Background: an optimization exercise with open tools, aiming at small area. Do not read the settings as production practice.
Function was checked by simulation only, so behaviour that the tests miss may differ from the original.
Power figures rest on the tool's default switching activity, not on a simulated workload. The flow treats the clock pin as an ideal source, which a real chip does not have.

==> flow/design.v <==
`timescale 1ns/1ps
module proc_top (
  input  logic        clk,
  input  logic        reset,
  output logic [31:0] imem_addr_o,
  input  logic [31:0] imem_data_i,
  input  logic [31:0] mngr2proc_data_i,
  input  logic        mngr2proc_val_i,
  output logic        mngr2proc_rdy_o,
  output logic [31:0] proc2mngr_data_o,
  output logic        proc2mngr_val_o,
  input  logic        proc2mngr_rdy_i
);
  logic [4:0]  ph;
  logic        st_init;    
  logic        st_br;      
  logic        st_w;       
  logic        run_q;      
  logic        cw_q;       
  logic [31:0] x;
  logic [4:0]  s1;
  logic [31:0] pc;
  logic        c_q;        
  logic        cp_q;       
  logic        ne_q;       
  logic        out_v;
  wire ph0  = (ph == 5'd0);
  wire ph31 = (ph == 5'd31);
  wire exec = !st_init && !st_br && !st_w;
  wire is_alu  = !x[6];
  wire is_r    = !x[6] &&  x[5];
  wire is_i    = !x[6] && !x[5];
  wire is_b    =  x[6] && !x[4] && !x[2];
  wire is_j    =  x[6] &&  x[2];
  wire is_csr  =  x[6] &&  x[4] && !x[2];
  wire is_csrr =  is_csr &&  x[13];
  wire is_csrw =  is_csr && !x[13];
  wire is_sub  =  is_r && x[30];
  wire [4:0] rd  = x[11:7];
  wire [4:0] rs2 = x[24:20];
  logic immb;
  logic [31:0] itab;
  always_comb begin
    itab[0] = is_i && x[20];
    for (int t = 1; t <= 4; t++)   itab[t] = is_b ? x[7 + t] : x[20 + t];
    for (int t = 5; t <= 10; t++)  itab[t] = x[20 + t];
    itab[11] = is_i ? x[31] : (is_b ? x[7] : x[20]);
    for (int t = 12; t <= 14; t++) itab[t] = is_j ? x[t] : x[31];
    for (int t = 15; t <= 19; t++) itab[t] = is_j ? s1[t - 15] : x[31];
    for (int t = 20; t <= 31; t++) itab[t] = x[31];
  end
  assign immb = itab[ph];
  wire cw  = ph0 ? (exec && is_csrw) : cw_q;
  wire dec = exec && !cw;
  wire run = ph0 ? !(is_csrr && !mngr2proc_val_i) : run_q;
  logic [31:0] rf0;
  logic        res;
  logic        wen;
  assign rf0[0] = 1'b0;
  genvar gi;
  generate
    for (gi = 1; gi < 32; gi = gi + 1) begin : g_rf
      logic [31:0] r;
      always_ff @(posedge clk) begin
        r <= {(wen && rd == gi) ? res : r[0], r[31:1]};
      end
      assign rf0[gi] = r[0];
    end
  endgenerate
  wire a    = rf0[s1];
  wire b2   = rf0[rs2];
  wire inb  = mngr2proc_data_i[ph];
  wire pcb  = pc[0];
  wire four = (ph == 5'd2);
  wire opa  = is_j ? pcb : a;
  wire opb  = is_r ? b2 : (is_i ? immb : four);
  wire opbx = opb ^ is_sub;
  wire cin  = ph0 ? is_sub : c_q;
  wire sum  = opa ^ opbx ^ cin;
  wire cout = (opa & opbx) | (cin & (opa ^ opbx));
  always_comb begin
    if (is_csr)               res = inb;
    else if (is_alu && x[14]) res = x[13] ? (x[12] ? (opa & opb) : (opa | opb)) : (opa ^ opb);
    else                      res = sum;
  end
  assign wen = dec && run && (is_alu || is_j || is_csrr);
  wire pupd  = (dec && run && !is_b) || st_br || cw;
  wire pop   = ((dec && is_j) || (st_br && ne_q)) ? immb : four;
  wire cpin  = !ph0 && cp_q;
  wire pc_in = st_init ? (ph == 5'd9) : (pupd ? (pcb ^ pop ^ cpin) : pcb);
  wire cpout = (pcb & pop) | (cpin & (pcb ^ pop));
  assign imem_addr_o = {pc_in, pc[31:1]};
  wire ld = ph31 && (st_init || st_br || (dec && run && !is_b) ||
                     (st_w && (!out_v || proc2mngr_rdy_i)));
  localparam logic [31:0] XLD = 32'hFFF0_7FF4;
  wire [31:0] x_sh = {a, x[31:1]};
  wire [31:0] x_ld = (imem_data_i & XLD) | (x_sh & ~XLD);
  always_ff @(posedge clk) begin
    pc   <= {pc_in, pc[31:1]};
    c_q  <= cout;
    cp_q <= cpout;
    if (!st_br) ne_q <= (!ph0 && ne_q) | (a ^ b2);
    run_q <= run;
    cw_q  <= cw;
    if (ld) begin
      x  <= x_ld;
      s1 <= imem_data_i[19:15];
    end else if (cw) begin
      x  <= x_sh;
    end
  end
  always_ff @(posedge clk) begin
    if (reset) begin
      ph      <= 5'd0;
      st_init <= 1'b1;
      st_br   <= 1'b0;
      st_w    <= 1'b0;
    end else begin
      ph <= ph + 5'd1;
      if (ph31) begin
        st_init <= 1'b0;
        st_br   <= dec && is_b;
        st_w    <= cw || (st_w && !ld);
      end
    end
  end
  always_ff @(posedge clk) begin
    if (reset) out_v <= 1'b0;
    else       out_v <= (cw && ph31) || (out_v && !proc2mngr_rdy_i);
  end
  assign proc2mngr_data_o = x;
  assign proc2mngr_val_o  = out_v;
  assign mngr2proc_rdy_o  = dec && is_csrr && run_q && ph31;
endmodule
==> flow/flow/run.sh <==
#!/bin/bash
# The standard layout (standard.sh's make command) with these changes:
#  - synthesis runs flow/synth_area.tcl: the standard synthesis script with an area-oriented
#    ABC mapping script (flow/abc_map.script); registers are mapped before ABC and unchanged;
#  - the port buffers are sky130_fd_sc_hd__buf_1 cells;
#  - the clock tree uses buf_12 leaf buffers on clusters of at most 34 flip-flops, without
#    dummy loads.
# All tool logs go to orfs/logs/ (ORFS's own per-step logs) and make_finish.log.
set -euo pipefail
here=$(pwd)
export FLOW_ABC_SCRIPT="$here/flow/abc_map.script"
export BUFFER_PORTS_ARGS="-buffer_cell sky130_fd_sc_hd__buf_1"
export CTS_ARGS="-sink_clustering_enable -repair_clock_nets -sink_clustering_size 34 -sink_clustering_max_diameter 80 -buf_list sky130_fd_sc_hd__buf_12 -dont_use_dummy_load"
grep -q 'SYNTH_SCRIPT=[^ ]*synth_recipe.tcl' standard.sh
sed "s#SYNTH_SCRIPT=[^ ]*synth_recipe.tcl#SYNTH_SCRIPT=$here/flow/synth_area.tcl#" standard.sh > standard_area.sh
bash standard_area.sh > make_finish.log 2>&1
==> flow/flow/abc_map.script <==
strash
dch
amap
topo
==> flow/flow/synth_area.tcl <==
# synth_recipe.tcl (the standard synthesis) with one change: ABC maps the logic with an
# area-oriented script (flow/abc_map.script) instead of ORFS's speed script. Flip-flops are
# mapped before ABC runs, so the registers, their names and cells stay those of the standard
# synthesis.
proc synth {args} { yosys synth -nofsm -noshare {*}$args }
proc abc {args} {
  set i [lsearch -exact $args -script]
  if {$i >= 0} { set args [lreplace $args [expr {$i + 1}] [expr {$i + 1}] $::env(FLOW_ABC_SCRIPT)] }
  yosys abc {*}$args
}
source $::env(SCRIPTS_DIR)/synth.tcl
# left out here: clear keep_hierarchy, flatten, clean up, hide names made inside functions, write 1_2_yosys.v
==> flow/standard.sh <==
#!/bin/bash
# synth_recipe.tcl (not shown) runs the flow's synth.tcl, then flattens the netlist and writes it again
# the make line also repeats each setting of config.mk as NAME=value (left out here)
make -C /OpenROAD-flow-scripts/flow DESIGN_CONFIG=/design/flow/config.mk WORK_HOME=/design/flow/orfs CLKGATE_MAP_FILE= SYNTH_SCRIPT=/design/flow/synth_recipe.tcl "${@:-finish}"
==> flow/config.mk <==
export PLATFORM = sky130hd
export DESIGN_NAME = proc_top
export DESIGN_NICKNAME = proc_top
export VERILOG_FILES = /design/flow/design.v
export SDC_FILE = /design/flow/constraint.sdc
export NUM_CORES = 4
export LEC_CHECK = 0
export CAP_MARGIN = 20
export CORE_MARGIN = 2
export CORE_UTILIZATION = 50
export PLACE_DENSITY = 0.6
export SLEW_MARGIN = 20
==> flow/constraint.sdc <==
create_clock -name core_clock -period 10.0 [get_ports {clk}]
set_input_delay 2.0000 -clock core_clock [delete_from_list [all_inputs] [get_ports {clk}]]
set_output_delay 2.0000 -clock core_clock [all_outputs]
set_load 0.01 [all_outputs]
==> results of run 1 <==
-- area by class of cell --
cell class              count  area, sq um  area share [%]
flip-flops and latches   1075        21900            83.6
well taps                 615          769            2.94
repair buffers            136          533            2.03
diodes                      1         2.50         0.00955
multi-input cells         357         2060            7.88
clock buffers              39          781            2.98
inverters                  41          154           0.587
-- worst reg2reg max path, delay by kind of cell (launching register included) --
| kind | cells | cell delay, ps |
|---|---|---|
| DFF | 1 | 720 |
| adders and majority gates | 1 | 350 |
| buffers and inverters | 5 | 2030 |
| and+or+nand+nor | 5 | 960 |
| AOI/OAI and AO/OA | 2 | 630 |
-- kinds of logic after synthesis --
family / after synthesis
AND/OR/NAND/NOR: 159
buffers and inverters: 42
adder cells (fa/ha/maj): 8
AO/OA/AOI/OAI: 190
flip-flops: 1075
-- synthesized netlist by cell type --
master,count
a311oi_1,1
a21o_1,1
nor2_1,82
o22ai_1,17
o32ai_1,4
nand3_1,4
o21ai_0,43
a221o_1,1
a32oi_1,1
or2_0,3
a22o_1,7
nand2_1,38
a2111oi_0,1
or3_1,2
buf_4,1
a22oi_1,33
dfxtp_1,1037
nor4_1,2
clkinv_1,41
o32a_1,1
a211oi_1,1
ha_1,6
a31oi_1,6
o221a_1,1
a221oi_1,7
nor2b_1,4
nor3_1,8
fa_1,2
edfxtp_1,38
o221ai_1,17
a21oi_1,41
o22a_1,7
nand4_1,16
-- routing by layer --
metal  GRT usage, %  vias up
met5              0        -
li1               -     5189
met3           2.30       70
met2           19.8      294
met4           5.76        0
met1           20.2     4955
-- where the power goes --
part | total, mW | switching [mW] | leakage (nW) | internal [mW]
Sequential | 4.31 | 0.00352 | 8.69 | 4.30
Combinational | 0.0557 | 0.0339 | 0.805 | 0.0218
Clock | 1.75 | 1.14 | 0.366 | 0.613
Total | 6.11 | 1.18 | 9.86 | 4.94
-- worst min-delay path by stage --
stage | start | endpoint | slack (ps) | depth (start not counted)
floorplan | g_rf[10].r[1] | g_rf[10].r[0] | 310 | 0
CTS | g_rf[31].r[25] | g_rf[31].r[24] | 260 | 0
detailed placement | g_rf[11].r[30] | g_rf[11].r[29] | 310 | 0
global placement | g_rf[9].r[2] | g_rf[9].r[1] | 310 | 0
global route | g_rf[31].r[25] | g_rf[31].r[24] | 260 | 0
finish | g_rf[31].r[25] | g_rf[31].r[24] | 260 | 0
-- per-stage QoR --
| stage | cell area (sq um) | power [mW] |
|---|---|---|
| floorplan | 24100 | 4.43 |
| global placement | 25400 | 4.46 |
| detailed placement | 25400 | 4.46 |
| CTS | 26200 | 6.19 |
| global route | 26200 | 6.34 |
| finish | 26200 | 6.11 |
-- state kept, by name, indices dropped and copies added, names as in the netlist, 5 cells and up --
signal / count
g_rf.r: 992
pc: 32
x: 32
ph: 5
s1: 5
==> flow_summary.yaml, run 1 <==
detailed_routing:
  via_per_inst: 4.64
  drt_iter0_drc: 752
  num_vias: 10500
  topRoutingLayerUsed: "met4"
  wl_met3_microns: 1760
  post_drt_wl_per_cell_microns: 15.1
  drcViolationCount: 0
  wl_met1_microns: 17400
  first_pass_iters: 8
  ant_nets: 0
  wl_microns: 34100
  routed-wl-met2_microns: 13800
layout:
  drive_gt1_share_pct: 2.85
  layoutNonFillerInstCount: 2264
  final_common_cell: "dfxtp_1"
  layout_common_cells: "dfxtp_1, buf_1, nor2_1"
  nets: 1726
  fillers: 3879
  areaGrowthSynthToFinish_pct: 8.69
  fin_util_pct: 55.0
timing:
  fmax_mhz: 147
  drv_slew: 0
  setup_tns_ps: 0
  worst_slack_ps: 3210
  grt_setup_unrepaired: "false"
  max_slew_margin_pct: 45.9
  skew_ps: 92.0
  fin_crit_ps: 6790
  setup_viol: 0
  finalHoldViolCount: 0
  finalCritPeriodShare_pct: 67.9
  tightestPinTransition_ps: 807
  holdWs_ps: 257
status:
  outcome: "finished clean"
synthesis:
  yosysSeqAreaShare_pct: 90.8
  muxShareOfSynthArea_pct: 0
  synth_top_family_by_area: "compound AO/OA/AOI/OAI gates"
  yosys_register_bits: 1075
  synth-simple-area-share_pct: 2.82
  synth_cell_types: 33
  yosys-top-cells-area: "dfxtp_1, edfxtp_1, nor2_1, a22oi_1, o21ai_0"
  synth_compound_area_share_pct: 5.19
  syn_nets: 1550
  synthAdderAreaFrac_pct: 0.477
  syn_inst: 1474
  ys_warn_count: 1
  synth.avg_cell_area_sq_um: 16.4
  netlist.area_leader.share_pct: 86.1
  synth_xor_area_share_pct: 0
  synth.largest_area_cell: "dfxtp_1"
  netlist_area_sq_um: 24100
grt:
  grt_remaining_overflow: 0
  track_usage_pct: 13.6
  grt_max_degree: 48
  antenna_found_initial: 1
  grt_pass1_vias: 9766
  grt_pass1_wl_microns: 52600
critical_path:
  cp.arrival_ps: 4790
  required_ps: 8000
  worstSetupStartpoint: "ph[1]"
  r2r_start: "ph[1]"
  setup.worst_path.class: "flop to output pin"
  worst_path_dominant_cell_family: "compound AO/OA/AOI/OAI gates"
  r2r_setup_slack_ps: 4920
  cp.depth: 14
  critPathMaxFanout: 18
  critPathSlowestCell: "dfxtp_1"
  endpoint: "imem_addr_o[31]"
  crit_buf_inv: 3
  end_kind: "output pin"
  start_kind: "flop"
  r2r_end: "x[5]"
  crit_chain: "clkinv_1 -> ha_1 -> nand4_1 -> clkinv_1 -> a32oi_1 -> nand3_1 -> o22ai_1 -> nor2_1 -> a21oi_1 -> fa_1 -> a21oi_1 -> o21ai_0 -> o21ai_0 -> buf_1"
  critPathMaxStageDelay_ps: 720
  r2r_cells: 13
cts:
  cts_buffer_depth: 3
  clock_latency_ps: 540
  cts_resized: 0
  clkSinkCount: 1075
  holdBufCountCts: 0
  numCtsBuffers: 39
  cts_tree: "built"
  cts_setup_buffers: 0
  htree_levels: 2
  clk_pin_slew_ps: 110
  cts_root_buf: "buf_12"
floorplan:
  coreArea_sq_um: 47600
  dieArea_sq_um: 50000
  start_util_pct: 50.6
  ios: 134
  rows: 80
  die_y_microns: 224
  die_x_microns: 224
place:
  portBuffers: 130
  place.gp.congestion: 0.851
  place_ws_ps: 3660
  hpwlAfterDp_microns: 22000
  dp_cells: 2224
flow_run:
  cap_viol_max_count: 0
power_and_ir_drop:
  power_density_nw_per_um2: 233
  irDropWorstVdd_uv: 187
  power.leakage_nw: 9.86
worst_hold_path:
  hp-class: "flop to flop"
==> run 2: changes to the inputs <==
--- a/flow/flow/run.sh
+++ b/flow/flow/run.sh
@@ -12,3 +12,3 @@
 export BUFFER_PORTS_ARGS="-buffer_cell sky130_fd_sc_hd__buf_1"
-export CTS_ARGS="-sink_clustering_enable -repair_clock_nets -sink_clustering_size 34 -sink_clustering_max_diameter 80 -buf_list sky130_fd_sc_hd__buf_12 -dont_use_dummy_load"
+export CTS_ARGS="-sink_clustering_enable -repair_clock_nets -sink_clustering_size 36 -sink_clustering_max_diameter 65 -buf_list sky130_fd_sc_hd__buf_12 -dont_use_dummy_load"
 grep -q 'SYNTH_SCRIPT=[^ ]*synth_recipe.tcl' standard.sh
--- a/flow/config.mk
+++ b/flow/config.mk
@@ -9,4 +9,4 @@
 export CORE_MARGIN = 2
-export CORE_UTILIZATION = 50
-export PLACE_DENSITY = 0.6
+export CORE_UTILIZATION = 60
+export PLACE_DENSITY = 0.7
 export SLEW_MARGIN = 20
==> run 2 against run 1 <==
Die area fell by 16%. Setup slack got worse by 51 ps. Total power rose by 0.39%. Final area fell by 0.36%. Sequential share of layout area rose by 0.30 points. Critical path depth did not move. Clock-buffer cell count rose by 1. Flip-flop and latch count did not move. Worst hold slack got worse by 8.8 ps. Final cell count fell by 4.0%. Synthesized area did not move.
==> flow_summary.yaml, run 2 <==
timing:
  finalHoldViolCount: 0
  fin_crit_ps: 6840
  skew_ps: 90.0
  grt_setup_unrepaired: "false"
  setup_tns_ps: 0
  worst_slack_ps: 3160
  drv_slew: 0
  tightestPinTransition_ps: 762
  max_slew_margin_pct: 48.9
  setup_viol: 0
  fmax_mhz: 146
  finalCritPeriodShare_pct: 68.4
layout:
  final_area_sq_um: 26100
  largest_reg_flops: 992
  seq_area_sq_um: 21900
  final_common_cell: "dfxtp_1"
  top_regs: "g_rf.r: 992 flops, pc: 32 flops, x: 32 flops"
  areaGrowthSynthToFinish_pct: 8.30
  diodes: 0
  fillers: 2787
  drive_gt1_share_pct: 2.91
  nets: 1727
  layout_common_cells: "dfxtp_1, buf_1, nor2_1"
  largest_register: "g_rf.r"
  layoutNonFillerInstCount: 2174
  multiInputGateArea_sq_um: 2060
detailed_routing:
  drcViolationCount: 0
  drt_iter0_drc: 780
  wl_microns: 34800
  num_vias: 10500
  ant_nets: 0
  post_drt_wl_per_cell_microns: 16.0
  first_pass_iters: 5
  via_per_inst: 4.84
synthesis:
  ys_warn_count: 1
  yosysSeqAreaShare_pct: 90.8
  synth_xor_area_share_pct: 0
  yosysMostFrequentCell: "dfxtp_1"
  synth_compound_area_share_pct: 5.19
  netlist.area_leader.share_pct: 86.1
  yosys_register_bits: 1075
  synth-simple-area-share_pct: 2.82
  syn_nets: 1550
  syn_inst: 1474
  synth.largest_area_cell: "dfxtp_1"
  async_reset_ff_share_pct: 0
  muxShareOfSynthArea_pct: 0
  synthAdderAreaFrac_pct: 0.477
  synth_cell_types: 33
  synth.avg_cell_area_sq_um: 16.4
  yosys-top-cells-count: "dfxtp_1, nor2_1, o21ai_0"
  yosys-top-cells-area: "dfxtp_1, edfxtp_1, nor2_1, a22oi_1, o21ai_0"
  netlist_area_sq_um: 24100
  synth_flop_cell: "dfxtp_1"
  synth_top_family_by_area: "compound AO/OA/AOI/OAI gates"
  synth_edf_count: 38
floorplan:
  ios: 134
  coreArea_sq_um: 39700
  die_y_microns: 204
  rows: 73
  dieArea_sq_um: 41800
  die_x_microns: 204
  start_util_pct: 60.7
critical_path:
  setup.worst_path.class: "flop to output pin"
  required_ps: 8000
  r2r_setup_slack_ps: 4850
  critPathMaxFanout: 18
  start_kind: "flop"
  end_kind: "output pin"
  cp.arrival_ps: 4840
cts:
  cts_tree: "built"
  holdBufCountCts: 0
  cts_setup_buffers: 0
  clkSinkCount: 1075
  cts_buffer_depth: 3
  numCtsBuffers: 40
  clk_pin_slew_ps: 120
  cts_root_buf: "buf_12"
  cts_resized: 0
  clock_latency_ps: 540
  htree_levels: 2
status:
  outcome: "finished clean"
grt:
  grt_remaining_overflow: 0
  antenna_found_initial: 0
  grt_pass1_vias: 9910
  grt_pass1_wl_microns: 53500
  track_usage_pct: 16.8
  grt_max_degree: 48
power_and_ir_drop:
  power.leakage_nw: 9.87
  irDropWorstVdd_uv: 190
  power_density_nw_per_um2: 235
place:
  place_ws_ps: 3690
  placed_area_sq_um: 25300
  place.gp.congestion: 0.863
  hpwlAfterDp_microns: 22000
  dp_cells: 2134
  portBuffers: 130
flow_run:
  cap_viol_max_count: 0
worst_hold_path:
  hp-class: "flop to flop"
[run 2: cell counts after synthesis]
No cell type changed its count.
[run 2: cells by family after synthesis]
family,count (synthesis)
AOI/OAI and AO/OA,190
DFF,1075
adders and majority gates,8
and+or+nand+nor,159
buffers and inverters,42
[run 2: worst paths after layout]
kind / depth (start not counted) / end / start
hold reg to reg: 0 / g_rf[27].r[26] / g_rf[27].r[27]
hold / removal: 0 / g_rf[27].r[26] / g_rf[27].r[27]
setup / recovery: 14 / imem_addr_o[31] / ph[1]
setup reg to reg: 13 / x[6] / ph[1]
[run 2: area by class of cell]
cell class,instances,share of cell area (%)
well taps,525,2.52
multi-input cells,357,7.91
inverters,41,0.589
clock buffers,40,3.07
repair buffers,136,2.04
flip-flops and latches,1075,83.9
[run 2: layer usage]
metal  global-route usage (%)  share of wire, %
met5                        0                 0
met1                     24.2                49
met2                     25.5                43
met4                     6.00               3.0
met3                     3.32               5.3
[run 2: worst max-delay path, cell delays in order (launching register included)]
cell      delay (ps)
dfxtp_1          770
clkinv_1         580
ha_1             360
nand4_1          220
clkinv_1         170
a32oi_1          500
nand3_1          250
o22ai_1          260
nor2_1            60
a21oi_1          170
fa_1             450
a21oi_1          120
o21ai_0           80
o21ai_0          180
buf_1            200
[run 2: stage by stage]
step                hold WS (ps)  power [mW]  util, %
detailed placement           312        4.46     63.7
floorplan                    310        4.43        -
global placement             310        4.46     63.7
finish                       248        6.14     65.7
global route                 237        6.34     65.7
CTS                          250        6.20     65.7
[run 2: power by group]
part	internal, mW	switching (mW)	total, mW
sequential	4.30	0.00380	4.31
clock	0.628	1.15	1.78
combinational	0.0218	0.0339	0.0557
==> run 3: changes to the inputs <==
--- a/flow/flow/run.sh
+++ b/flow/flow/run.sh
@@ -5,3 +5,3 @@
 #  - the port buffers are sky130_fd_sc_hd__buf_1 cells;
-#  - the clock tree uses buf_12 leaf buffers on clusters of at most 34 flip-flops, without
+#  - the clock tree uses clkbuf_16 leaf buffers on clusters of at most 32 flip-flops, without
 #    dummy loads.
@@ -12,3 +12,3 @@
 export BUFFER_PORTS_ARGS="-buffer_cell sky130_fd_sc_hd__buf_1"
-export CTS_ARGS="-sink_clustering_enable -repair_clock_nets -sink_clustering_size 36 -sink_clustering_max_diameter 65 -buf_list sky130_fd_sc_hd__buf_12 -dont_use_dummy_load"
+export CTS_ARGS="-sink_clustering_enable -repair_clock_nets -sink_clustering_size 30 -sink_clustering_max_diameter 80 -buf_list sky130_fd_sc_hd__buf_12 -dont_use_dummy_load"
 grep -q 'SYNTH_SCRIPT=[^ ]*synth_recipe.tcl' standard.sh
==> run 3 against run 2 <==
Final cell count rose by 0.14%. Largest cell class unchanged. Total power up 0.80%. Via count decreased by 0.50%. Synthesized cell count unchanged.
==> flow_summary.yaml, run 3 <==
cts:
  clk_pin_slew_ps: 100
  holdBufCountCts: 0
  numCtsBuffers: 43
  cts_resized: 0
  htree_levels: 2
  clock_latency_ps: 540
  cts_root_buf: "buf_12"
  cts_buffer_depth: 3
  cts_setup_buffers: 0
  cts_tree: "built"
  clkSinkCount: 1075
layout:
  fillers: 2774
  diodes: 0
  final_common_cell: "dfxtp_1"
  seq_area_sq_um: 21900
  layout_common_cells: "dfxtp_1, buf_1, nor2_1"
  multiInputGateArea_sq_um: 2060
  final_area_sq_um: 26200
  top_regs: "g_rf.r: 992 flops, pc: 32 flops, x: 32 flops"
  nets: 1730
  largest_reg_flops: 992
  drive_gt1_share_pct: 3.09
  largest_register: "g_rf.r"
  areaGrowthSynthToFinish_pct: 8.55
power_and_ir_drop:
  power.leakage_nw: 9.90
  swShare_pct: 19.2
  clockPowerShare_pct: 29.5
  netSwitchingPower_mw: 1.19
  combPwrFrac_pct: 0.9
  power_density_nw_per_um2: 236
  power.share.sequential_pct: 69.6
  irDropWorstVdd_uv: 209
  p_int_mw: 5.00
floorplan:
  coreArea_sq_um: 39700
  die_y_microns: 204
  rows: 73
  ios: 134
  die_x_microns: 204
  start_util_pct: 60.7
  dieArea_sq_um: 41800
critical_path:
  start_kind: "flop"
  setup.worst_path.class: "flop to output pin"
  crit_chain: "clkinv_1 -> ha_1 -> nand4_1 -> clkinv_1 -> a32oi_1 -> nand3_1 -> o22ai_1 -> nor2_1 -> a21oi_1 -> fa_1 -> a21oi_1 -> o21ai_0 -> o21ai_0 -> buf_1"
  critPathMaxFanout: 18
  cp.arrival_ps: 4830
  required_ps: 8000
  end_kind: "output pin"
  critPathMaxStageDelay_ps: 760
  critPathSlowestCell: "dfxtp_1"
  r2r_cells: 13
timing:
  drv_slew: 0
  grt_setup_unrepaired: "false"
  setup_tns_ps: 0
  max_slew_margin_pct: 48.0
  finalCritPeriodShare_pct: 68.3
  fmax_mhz: 146
  skew_ps: 98.6
  fin_crit_ps: 6830
  holdWs_ps: 276
  finalHoldViolCount: 0
  setup_viol: 0
  tightestPinTransition_ps: 775
synthesis:
  yosys-top-cells-count: "dfxtp_1, nor2_1, o21ai_0"
  ys_warn_count: 1
  yosysSeqAreaShare_pct: 90.8
  synth.largest_area_cell: "dfxtp_1"
  yosys-top-cells-area: "dfxtp_1, edfxtp_1, nor2_1, a22oi_1, o21ai_0"
  yosysMostFrequentCell: "dfxtp_1"
  synth_flop_cell: "dfxtp_1"
  synth_edf_count: 38
  netlist_area_sq_um: 24100
  netlist.area_leader.share_pct: 86.1
  synth_cell_types: 33
  async_reset_ff_share_pct: 0
  syn_inst: 1474
  syn_nets: 1550
  synth.avg_cell_area_sq_um: 16.4
  yosys_register_bits: 1075
detailed_routing:
  drcViolationCount: 0
  wl_microns: 34800
  drt_iter0_drc: 749
  post_drt_wl_per_cell_microns: 16.0
  ant_nets: 0
  first_pass_iters: 5
  num_vias: 10500
  via_per_inst: 4.81
worst_hold_path:
  hp-class: "flop to flop"
  hold-path-cell-count: 0
place:
  hpwlAfterDp_microns: 22000
  placed_area_sq_um: 25300
  place.gp.congestion: 0.863
  portBuffers: 130
grt:
  grt_pass1_wl_microns: 53700
  grt_max_degree: 48
  antenna_found_initial: 0
  track_usage_pct: 16.8
  grt_pass1_vias: 9972
  grt_remaining_overflow: 0
status:
  outcome: "finished clean"
flow_run:
  cap_viol_max_count: 0
==> run 3: cell types whose count changed in the layout (fill, tap and decap cells not counted) <==
cell / change
buf_12: +3
==> run 3: path summary, 6_finish.rpt <==
check | endpoint | from | slack, ps
worst max-delay path | imem_addr_o[31] | ph[1] | 3170
worst min-delay path | g_rf[31].r[17] | g_rf[31].r[18] | 280
worst max register to register | x[6] | ph[1] | 4830
worst min register to register | g_rf[31].r[17] | g_rf[31].r[18] | 280
==> run 3: kinds of logic after synthesis <==
| group | Yosys count | synth area share [%] |
|---|---|---|
| compound gates | 190 | 5.19 |
| fa+ha+maj | 8 | 0.477 |
| buf+inv | 42 | 0.669 |
| flops | 1075 | 90.8 |
| simple gates | 159 | 2.82 |
==> run 3: area by class of cell <==
cell class,instances,share of cell area [%]
inverters,41,0.588
repair buffers,136,2.04
flip-flops and latches,1075,83.7
well taps,525,2.51
multi-input cells,357,7.89
clock buffers,43,3.29
==> run 3: critical path: cells and delay by family, from the launching register on <==
| family | cells | cell delay [ps] |
|---|---|---|
| buf+inv | 3 | 960 |
| flops | 1 | 760 |
| simple gates | 3 | 540 |
| compound gates | 6 | 1320 |
| fa+ha+maj | 2 | 810 |
==> run 3: power by group through the flow <==
stage                     logic, mW  registers, mW  clock network (mW)
after floorplan              0.0293           4.41                   0
after global placement       0.0548           4.40                   0
after detailed placement     0.0557           4.41                   0
after CTS                    0.0561           4.31                1.89
after global routing         0.0621           4.31                2.03
final                        0.0558           4.31                1.83
==> run 3: per-layer routing <==
| metal | track usage (%) | wire length [microns] |
|---|---|---|
| met1 | 24.4 | 16900 |
| met2 | 25.6 | 15000 |
| met3 | 3.40 | 2000 |
| met4 | 5.20 | 922 |
| met5 | 0 | 0 |
==> run 3: metrics by stage <==
step	setup slack [ps]	power, mW	std cells	util, %
after detailed placement	3690	4.46	2134	63.7
after CTS	3160	6.25	2177	65.9
final	3170	6.19	2177	65.9
after floorplan	3560	4.43	1474	-
after global placement	3720	4.46	2134	63.7
after global routing	2650	6.39	2177	65.9
==> run 4: changes to the inputs <==
--- a/flow/flow/run.sh
+++ b/flow/flow/run.sh
@@ -5,3 +5,3 @@
 #  - the port buffers are sky130_fd_sc_hd__buf_1 cells;
-#  - the clock tree uses clkbuf_16 leaf buffers on clusters of at most 32 flip-flops, without
+#  - the clock tree uses buf_12 leaf buffers on clusters of at most 30 flip-flops, without
 #    dummy loads.
==> run 4 against run 3 <==
Worst hold slack unchanged. Critical path depth unchanged. Fmax unchanged. Largest power group unchanged. First-iteration DRC count unchanged. Sequential share of layout area unchanged. Non-clock buffer count unchanged. Routed wire length unchanged. Clock power about the same. Critical path type unchanged. Synthesized area unchanged. Critical endpoint unchanged.
==> flow_summary.yaml, run 4 <==
timing:
  drv_slew: 0
  finalCritPeriodShare_pct: 68.3
  grt_setup_unrepaired: "false"
  finalHoldViolCount: 0
  skew_ps: 98.6
  max_slew_margin_pct: 48.0
  fin_crit_ps: 6830
  tightestPinTransition_ps: 775
  setup_viol: 0
  setup_tns_ps: 0
  fmax_mhz: 146
critical_path:
  setup.worst_path.class: "flop to output pin"
  required_ps: 8000
  r2r_start: "ph[1]"
  end_kind: "output pin"
  start_kind: "flop"
  r2r_setup_slack_ps: 4830
  cp.arrival_ps: 4830
  r2r_cells: 13
  r2r_end: "x[6]"
  critPathMaxFanout: 18
floorplan:
  ios: 134
  rows: 73
  die_x_microns: 204
  dieArea_sq_um: 41800
  coreArea_sq_um: 39700
  die_y_microns: 204
  start_util_pct: 60.7
synthesis:
  synth_top_family_by_area: "compound AO/OA/AOI/OAI gates"
  ys_warn_count: 1
  yosysMostFrequentCell: "dfxtp_1"
  syn_inst: 1474
  synth_flop_cell: "dfxtp_1"
  synth.largest_area_cell: "dfxtp_1"
  muxShareOfSynthArea_pct: 0
  synth_edf_count: 38
  yosys-top-cells-area: "dfxtp_1, edfxtp_1, nor2_1, a22oi_1, o21ai_0"
  synth_xor_area_share_pct: 0
  synth_compound_area_share_pct: 5.19
  yosys-top-cells-count: "dfxtp_1, nor2_1, o21ai_0"
  async_reset_ff_share_pct: 0
  synth_cell_types: 33
  netlist.area_leader.share_pct: 86.1
  syn_nets: 1550
  netlist_area_sq_um: 24100
  yosysSeqAreaShare_pct: 90.8
  synth-simple-area-share_pct: 2.82
  yosys_register_bits: 1075
  synthAdderAreaFrac_pct: 0.477
  synth.avg_cell_area_sq_um: 16.4
grt:
  grt_pass1_wl_microns: 53700
  track_usage_pct: 16.8
  grt_pass1_vias: 9972
  grt_remaining_overflow: 0
  antenna_found_initial: 0
  grt_max_degree: 48
cts:
  cts_resized: 0
  clkSinkCount: 1075
  numCtsBuffers: 43
  htree_levels: 2
  cts_setup_buffers: 0
  clk_pin_slew_ps: 100
  cts_buffer_depth: 3
  clock_latency_ps: 540
  cts_root_buf: "buf_12"
  cts_tree: "built"
  holdBufCountCts: 0
layout:
  nets: 1730
  diodes: 0
  final_common_cell: "dfxtp_1"
  largest_register: "g_rf.r"
  areaGrowthSynthToFinish_pct: 8.55
  largest_reg_flops: 992
  drive_gt1_share_pct: 3.09
  top_regs: "g_rf.r: 992 flops, pc: 32 flops, x: 32 flops"
  layout_common_cells: "dfxtp_1, buf_1, nor2_1"
power_and_ir_drop:
  power_density_nw_per_um2: 236
  power.leakage_nw: 9.90
  power_mw: 6.19
  irDropWorstVdd_uv: 209
detailed_routing:
  first_pass_iters: 5
  post_drt_wl_per_cell_microns: 16.0
  wl_microns: 34800
  drcViolationCount: 0
  ant_nets: 0
  via_per_inst: 4.81
  drt_iter0_drc: 749
  num_vias: 10500
place:
  place.gp.congestion: 0.863
  hpwlAfterDp_microns: 22000
  portBuffers: 130
worst_hold_path:
  holdPathEnd: "g_rf[31].r[17]"
  min_from: "g_rf[31].r[18]"
  hp-class: "flop to flop"
  hold-path-cell-count: 0
flow_run:
  cap_viol_max_count: 0
status:
  outcome: "finished clean"
-- run 4: cell counts after synthesis --
Identical to the previous run, type by type.
-- run 4: critical path, cell delays in order, from the launching register on --
cell      delay, ps
dfxtp_1         760
clkinv_1        590
ha_1            360
nand4_1         220
clkinv_1        170
a32oi_1         500
nand3_1         260
o22ai_1         270
nor2_1           60
a21oi_1         170
fa_1            450
a21oi_1         120
o21ai_0          80
o21ai_0         180
buf_1           200
-- run 4: area by class of cell --
class                           count  area [sq um]
Sequential cell                  1075         21900
Timing Repair Buffer              136           533
Multi-Input combinational cell    357          2060
Clock buffer                       43           861
Fill cell                        2774         13600
Inverter                           41           154
Tap cell                          525           657
-- run 4: routing by layer --
layer | GRT usage (%) | part of all wire [%] | vias up
met5 | 0 | 0 | -
met1 | 24.4 | 49 | 4899
met3 | 3.40 | 5.7 | 68
li1 | - | - | 5198
met4 | 5.20 | 2.6 | 0
met2 | 25.6 | 43 | 309
-- run 4: power breakdown --
group	internal (mW)	switching, mW	leakage (nW)
clock network	0.673	1.15	0.404
registers	4.30	0.00380	8.69
logic	0.0218	0.0339	0.805
total	5.00	1.19	9.90
-- run 4: worst max-delay path by stage --
stage               start         endpoint  slack, ps  depth (start not counted)
detailed placement  ph[1]  imem_addr_o[31]       3690                         14
finish              ph[1]  imem_addr_o[31]       3170                         14
CTS                 ph[1]  imem_addr_o[31]       3160                         14
floorplan           ph[0]             x[0]       3560                         11
global route        ph[1]  imem_addr_o[31]       2650                         14
global placement    ph[1]  imem_addr_o[31]       3720                         14
-- run 4: metrics by stage --
| step | setup slack (ps) | util (%) | instances | hold slack [ps] | cell area [sq um] |
|---|---|---|---|---|---|
| 5_1_grt | 2650 | 65.9 | 2177 | 269 | 26200 |
| 2_1_floorplan | 3560 | - | 1474 | 310 | 24100 |
| 6_report | 3170 | 65.9 | 2177 | 276 | 26200 |
| 3_3_place_gp | 3720 | 63.7 | 2134 | 310 | 25300 |
| 3_5_place_dp | 3690 | 63.7 | 2134 | 312 | 25300 |
| 4_1_cts | 3160 | 65.9 | 2177 | 277 | 26200 |
-- run 4: cell families after synthesis --
family,after synthesis
DFF,1075
and+or+nand+nor,159
adders and majority gates,8
buffers and inverters,42
AOI/OAI and AO/OA,190
==> run 5: changes to the inputs <==
--- a/flow/flow/run.sh
+++ b/flow/flow/run.sh
@@ -5,3 +5,3 @@
 #  - the port buffers are sky130_fd_sc_hd__buf_1 cells;
-#  - the clock tree uses buf_12 leaf buffers on clusters of at most 30 flip-flops, without
+#  - the clock tree uses clkbuf_16 leaf buffers on clusters of at most 32 flip-flops, without
 #    dummy loads.
@@ -12,3 +12,3 @@
 export BUFFER_PORTS_ARGS="-buffer_cell sky130_fd_sc_hd__buf_1"
-export CTS_ARGS="-sink_clustering_enable -repair_clock_nets -sink_clustering_size 30 -sink_clustering_max_diameter 80 -buf_list sky130_fd_sc_hd__buf_12 -dont_use_dummy_load"
+export CTS_ARGS="-sink_clustering_enable -repair_clock_nets -sink_clustering_size 32 -sink_clustering_max_diameter 80 -buf_list sky130_fd_sc_hd__clkbuf_16 -dont_use_dummy_load"
 grep -q 'SYNTH_SCRIPT=[^ ]*synth_recipe.tcl' standard.sh
--- a/flow/config.mk
+++ b/flow/config.mk
@@ -9,4 +9,4 @@
 export CORE_MARGIN = 2
-export CORE_UTILIZATION = 60
-export PLACE_DENSITY = 0.7
+export CORE_UTILIZATION = 70
+export PLACE_DENSITY = 0.8
 export SLEW_MARGIN = 20
==> run 5 against run 4 <==
Largest power group unchanged. Register-to-register slack got worse by 410 ps. Fmax decreased by 1.3%. Flip-flop and latch count unchanged. Total power increased by 0.74%. First-iteration DRC count increased by 49%. Global-route usage increased by 7.1 points. Via count increased by 4.7%. Sequential share of layout area decreased by 0.068 points. Worst hold slack got worse by 2.1 ps. Routed wire length increased by 22%. Clock power increased by 2%. Final area about the same.
==> flow_summary.yaml, run 5 <==
timing:
  tightestPinTransition_ps: 977
  drv_slew: 0
  worst_slack_ps: 3080
  max_slew_margin_pct: 34.9
  holdWs_ps: 274
  setup_viol: 0
  grt_setup_unrepaired: "false"
  finalCritPeriodShare_pct: 69.2
  fin_crit_ps: 6920
  skew_ps: 76.5
  fmax_mhz: 144
  setup_tns_ps: 0
  finalHoldViolCount: 0
layout:
  final_area_sq_um: 26200
  fillers: 1729
  areaGrowthSynthToFinish_pct: 8.64
  final_common_cell: "dfxtp_1"
  largest_reg_flops: 992
  layout_common_cells: "dfxtp_1, buf_1, nor2_1"
  fin_util_pct: 77.7
  largest_register: "g_rf.r"
  nets: 1725
  drive_gt1_share_pct: 2.79
  top_regs: "g_rf.r: 992 flops, pc: 32 flops, x: 32 flops"
power_and_ir_drop:
  irDropWorstVdd_uv: 200
  power.leakage_nw: 9.97
  power_density_nw_per_um2: 238
worst_hold_path:
  min_from: "g_rf[8].r[4]"
  holdPathEnd: "g_rf[8].r[3]"
  hold-path-cell-count: 0
  hp-class: "flop to flop"
detailed_routing:
  ant_nets: 0
  post_drt_wl_per_cell_microns: 20.3
  first_pass_iters: 9
  via_per_inst: 5.23
  wl_microns: 42600
  num_vias: 11000
  drcViolationCount: 0
  drt_iter0_drc: 1114
grt:
  grt_remaining_overflow: 0
  grt_max_degree: 48
  grt_pass1_vias: 11100
  grt_pass1_wl_microns: 64400
  track_usage_pct: 23.9
  antenna_found_initial: 2
cts:
  cts_tree: "built"
  clkSinkCount: 1075
  cts_root_buf: "clkbuf_16"
  numCtsBuffers: 39
  clk_pin_slew_ps: 110
  cts_resized: 0
  cts_buffer_depth: 3
  clock_latency_ps: 580
  htree_levels: 2
  cts_setup_buffers: 0
  holdBufCountCts: 0
critical_path:
  end_kind: "output pin"
  setup.worst_path.class: "flop to output pin"
  critPathMaxFanout: 18
  r2r_end: "x[5]"
  required_ps: 8000
  r2r_start: "ph[1]"
  r2r_setup_slack_ps: 4420
  r2r_cells: 13
  start_kind: "flop"
  cp.arrival_ps: 4920
status:
  outcome: "finished clean"
synthesis:
  yosys-top-cells-area: "dfxtp_1, edfxtp_1, nor2_1, a22oi_1, o21ai_0"
  yosysMostFrequentCell: "dfxtp_1"
  syn_nets: 1550
  synth_flop_cell: "dfxtp_1"
  netlist_area_sq_um: 24100
  ys_warn_count: 1
  async_reset_ff_share_pct: 0
  yosys_register_bits: 1075
  netlist.area_leader.share_pct: 86.1
  synth_cell_types: 33
  synth.largest_area_cell: "dfxtp_1"
  synth.avg_cell_area_sq_um: 16.4
  syn_inst: 1474
  yosys-top-cells-count: "dfxtp_1, nor2_1, o21ai_0"
  yosysSeqAreaShare_pct: 90.8
  synth_edf_count: 38
floorplan:
  coreArea_sq_um: 33700
  dieArea_sq_um: 35900
  ios: 134
  die_y_microns: 190
  die_x_microns: 190
  start_util_pct: 71.5
  rows: 67
flow_run:
  cap_viol_max_count: 0
place:
  place_ws_ps: 3620
  hpwlAfterDp_microns: 24900
  placed_area_sq_um: 25200
  portBuffers: 130
  place.gp.congestion: 0.872
## run 5: changes by cell type in the layout (fill, tap and decap cells not counted)
cell and change:
buf_12 -43, clkbuf_16 +39, buf_4 -1, diode_2 +1
o22ai_2 -1, o22ai_4 +1
## run 5: worst max path at each step
stage / from / to / slack [ps] / cells after the start
after CTS: ph[1] / imem_addr_o[31] / 3050 / 14
after global placement: ph[1] / imem_addr_o[31] / 3650 / 14
after floorplan: ph[0] / x[0] / 3560 / 11
after detailed placement: ph[1] / imem_addr_o[31] / 3620 / 14
after global routing: ph[1] / imem_addr_o[31] / 2590 / 14
final: ph[1] / imem_addr_o[31] / 3080 / 14
## run 5: cell type report
class,count,area (sq um),area share [%]
Clock buffer,39,976,3.73
Multi-Input combinational cell,357,2070,7.91
Sequential cell,1075,21900,83.6
Antenna cell,1,2.50,0.00955
Tap cell,448,561,2.14
Inverter,41,154,0.588
Timing Repair Buffer,135,526,2.01
## run 5: power by group
part / internal, mW / switching, mW
sequential: 4.30 / 0.00388
combinational: 0.0215 / 0.0362
clock: 0.710 / 1.16
## run 5: critical path, stage by stage, from the launching register on
cell      delay, ps
dfxtp_1         780
clkinv_1        630
ha_1            390
nand4_1         220
clkinv_1        170
a32oi_1         460
nand3_1         250
o22ai_1         260
nor2_1           60
a21oi_1         170
fa_1            440
a21oi_1         120
o21ai_0          80
o21ai_0         160
buf_1           190
## run 5: logic make-up after synthesis
kind of cell / after synthesis / share of synthesized area, %
buffers and inverters: 42 / 0.669
AO/OA/AOI/OAI: 190 / 5.19
adder cells (fa/ha/maj): 8 / 0.477
flip-flops: 1075 / 90.8
AND/OR/NAND/NOR: 159 / 2.82
## run 5: through the flow
| step | total power, mW | instances |
|---|---|---|
| CTS | 6.25 | 2095 |
| global placement | 4.46 | 2056 |
| global route | 6.40 | 2095 |
| finish | 6.23 | 2096 |
| detailed placement | 4.46 | 2056 |
| floorplan | 4.43 | 1474 |
## run 5: routing by layer
layer | track usage, % | up-vias | routed length, microns
met5 | 0 | - | 0
met4 | 6.68 | 0 | 1410
met3 | 4.52 | 111 | 2980
met2 | 40.5 | 474 | 20400
met1 | 31.9 | 5187 | 17900
li1 | - | 5193 | -

## re-timing with driven ports
How much do the figures lean on ideal ports? The routed layouts below were timed once more, with nothing changed but the port constraints. Step 1: set_driving_cell puts a clkbuf_16 on clk and a buf_2 on each other input, an assumption about the parent block. Step 2 moves the port delays by t, midway between the first and last clock arrival at a register: inputs arrive t later, outputs are due t later. That takes back most of the time a late clock gives input paths. Three values: ideal, step 1, step 2; two values: the first two.
run	t, ns	setup slack, ns	worst hold slack (ns)	clock arrival spread, ns	cell pins on the clock port's net
run 1	0.548	3.208 / 3.156 / 3.704	0.257 / 0.257 / 0.257	0.092 / 0.092	1
run 2	0.548	3.158 / 3.107 / 3.655	0.248 / 0.248 / 0.248	0.091 / 0.091	1
run 3	0.546	3.170 / 3.118 / 3.664	0.276 / 0.276 / 0.276	0.100 / 0.100	1
run 4	0.546	3.170 / 3.118 / 3.664	0.276 / 0.276 / 0.276	0.100 / 0.100	1
run 5	0.596	3.079 / 3.025 / 3.621	0.274 / 0.274 / 0.274	0.079 / 0.079	1
After both steps every run listed still meets setup and hold.
